Background: an optimization exercise with open tools, aiming at small area, a short achievable clock period and few clock cycles per item. Do not read the settings as production practice.
Power and IR drop assume default switching activity.

Design rnn_step_top, start of the top module:
module rnn_step_top (
    input  logic                            clk,
    input  logic                            reset,
    input  logic                            execute,
    input  logic [7-1:0]             token,
    output logic [27-1:0]              mem_a_addr,
    output logic                            mem_a_read,
    input  logic [16-1:0]              mem_a_data,
    input  logic                            mem_a_valid,
    output logic [27-1:0]              mem_b_addr,
    output logic                            mem_b_read,
    input  logic [16-1:0]              mem_b_data,
    input  logic                            mem_b_valid,
    output logic [8*16-1:0] hidden_state,
    output logic                            done
);
==> flow/config.mk <==
export PLATFORM = sky130hd
export DESIGN_NAME = rnn_step_top
export DESIGN_NICKNAME = rnn_step_top
export VERILOG_FILES = /design/flow/design.v
export SDC_FILE = /design/flow/constraint.sdc
export NUM_CORES = 4
export LEC_CHECK = 0
export CAP_MARGIN = 20
export CORE_MARGIN = 2
export CORE_UTILIZATION = 40
export CTS_CLUSTER_DIAMETER = 120
export CTS_CLUSTER_SIZE = 26
export SLEW_MARGIN = 20
==> flow/constraint.sdc <==
create_clock -name core_clock -period 10.0 [get_ports {clk}]
set_input_delay 2.0000 -clock core_clock [delete_from_list [all_inputs] [get_ports {clk}]]
set_output_delay 2.0000 -clock core_clock [all_outputs]
set_load 0.01 [all_outputs]
standard.sh (not shown) runs the stock make flow with config.mk's settings and CLKGATE_MAP_FILE= SYNTH_SCRIPT=/design/flow/synth_recipe.tcl, a recipe that flattens the netlist after the stock synthesis.
==> flow/flow/run.sh <==
#!/bin/bash
# Standard layout, with small port buffers and timing repair aimed below the clock period.
set -euo pipefail
extra=(
  "BUFFER_PORTS_ARGS=-buffer_cell sky130_fd_sc_hd__buf_2"
  "SETUP_SLACK_MARGIN=6.8"
  "ABC_CLOCK_PERIOD_IN_PS=3200"
)
bash standard.sh "${extra[@]}" finish > standard.log 2>&1
The starting point completed with no timing, DRC or antenna violations.
Edit:
--- a/flow/design.v
+++ b/flow/design.v
@@ -853,87 +853,83 @@
     logic        a_mul;           
     logic [15:0] b_h;
     assign a_mul = busy && mem_a_valid && !a_emb;
     always_comb
     begin
         b_h = 16'd0;
         for (int j = 0; j < 8; j++)
             b_h = b_h | (hidden_state[j*16 +: 16] & {16{b_addr[2:0] == 3'(j)}});
     end
     logic        p1_v;
     logic [7:0]  p1_row;         
     logic [15:0] p1_x;
-    logic [7:0]  p1_neg;
-    logic [7:0]  p1_one;
-    logic [7:0]  p1_two;
+    logic [15:0] p1_y;            
     function automatic logic [23:0] booth_enc(input logic [15:0] y);
         logic [16:0] ye;
         logic [7:0]  neg;
         logic [7:0]  one;
         logic [7:0]  two;
         ye = {y, 1'b0};
         for (int i = 0; i < 8; i++)
         begin
             neg[i] = ye[2*i+2];
             one[i] = ye[2*i+1] ^ ye[2*i];
             two[i] = (ye[2*i+2] & ~ye[2*i+1] & ~ye[2*i])
                    | (~ye[2*i+2] & ye[2*i+1] & ye[2*i]);
         end
         booth_enc = {neg, one, two};
     endfunction
-    logic [23:0] enc_b;
-    logic [23:0] enc_a;
+    logic [23:0] enc_b;           
     logic        a_sel_bias;
     assign a_sel_bias = a_hold_v ? a_hold_bias : a_bias;
-    assign enc_b = booth_enc(b_bias ? ONE_Q : b_h);
-    assign enc_a = booth_enc(a_sel_bias ? ONE_Q : e_q);
+    assign enc_b = booth_enc(p1_y);
     always_ff @(posedge clk)
     begin
         if (reset || start)
         begin
             p1_v <= 1'b0;
             a_hold_v <= 1'b0;
         end
         else
         begin
             p1_v <= (busy && mem_b_valid) || a_hold_v || a_mul;
             a_hold_v <= a_mul && mem_b_valid;
         end
     end
     always_ff @(posedge clk)
     begin
         if (mem_a_valid && a_emb)
             e_q <= mem_a_data;
         a_hold <= mem_a_data;
         a_hold_bias <= a_bias;
         a_hold_row <= a_row;
         if (busy && mem_b_valid)
         begin
             p1_row <= 8'(1) << b_row;
             p1_x <= mem_b_data;
-            {p1_neg, p1_one, p1_two} <= enc_b;
+            p1_y <= b_bias ? ONE_Q : b_h;
         end
         else
         begin
             p1_row <= 8'(1) << (a_hold_v ? a_hold_row : a_row);
             p1_x <= a_hold_v ? a_hold : mem_a_data;
-            {p1_neg, p1_one, p1_two} <= enc_a;
+            p1_y <= a_sel_bias ? ONE_Q : e_q;
         end
     end
     logic [23:0] t7s, t7c;
     dot_path u_mul (
         .x   (p1_x),
-        .neg (p1_neg),
-        .one (p1_one),
-        .two (p1_two),
+        .neg (enc_b[23:16]),
+        .one (enc_b[15:8]),
+        .two (enc_b[7:0]),
         .s   (t7s),
         .c   (t7c)
     );
     logic        p2_v;
     logic [7:0]  p2_row;         
     logic [15:0] p2_s;            
     logic [15:0] p2_c;
     logic        p2_cin;          
     logic [8:0]  lo_sum;
     assign lo_sum = {1'b0, t7s[7:0]} + {1'b0, t7c[7:0]};
     always_ff @(posedge clk)
     begin
Wire length rises by 35%. Register-to-register slack got worse by 0.18 ns. Clock-buffer cell count is unchanged. Total power rises by 4.0%. Clock skew rises by 0.0081 ns. Utilization rises by 3.6 points. Worst hold slack improved by 0.0044 ns. Combinational power rises by about 12%. Final cell count rises by about 20%.
Function was not checked in any run of this note: the RTL went through the layout flow alone.

what the ideal ports hide:
In the flow no input, the clock included, has a driving cell. The finished layouts below were timed again as built, in two steps.
Step 1: set_driving_cell puts a clkbuf_16 on clk and a buf_2 on each other input, an assumption about the parent block.
Step 2 moves the port delays by t, midway between the first and last clock arrival at a register: inputs arrive t later, outputs are due t later. That takes back most of the time a late clock gives input paths.
Slacks: ideal / step 1 / step 2; pairs: ideal / step 1.
run	shift t [ns]	slack for setup (ns)	slew at the worst register clock pin (ns)
the first run	0.603	6.818 / 6.759 / 6.374	0.11 / 0.11
the second run	0.623	6.707 / 6.707 / 6.330	0.12 / 0.12
After both steps every run listed still meets setup and hold. The setup slack of the first run, which loses most, moves by -0.059 ns with the drivers and by -0.444 ns with both steps.
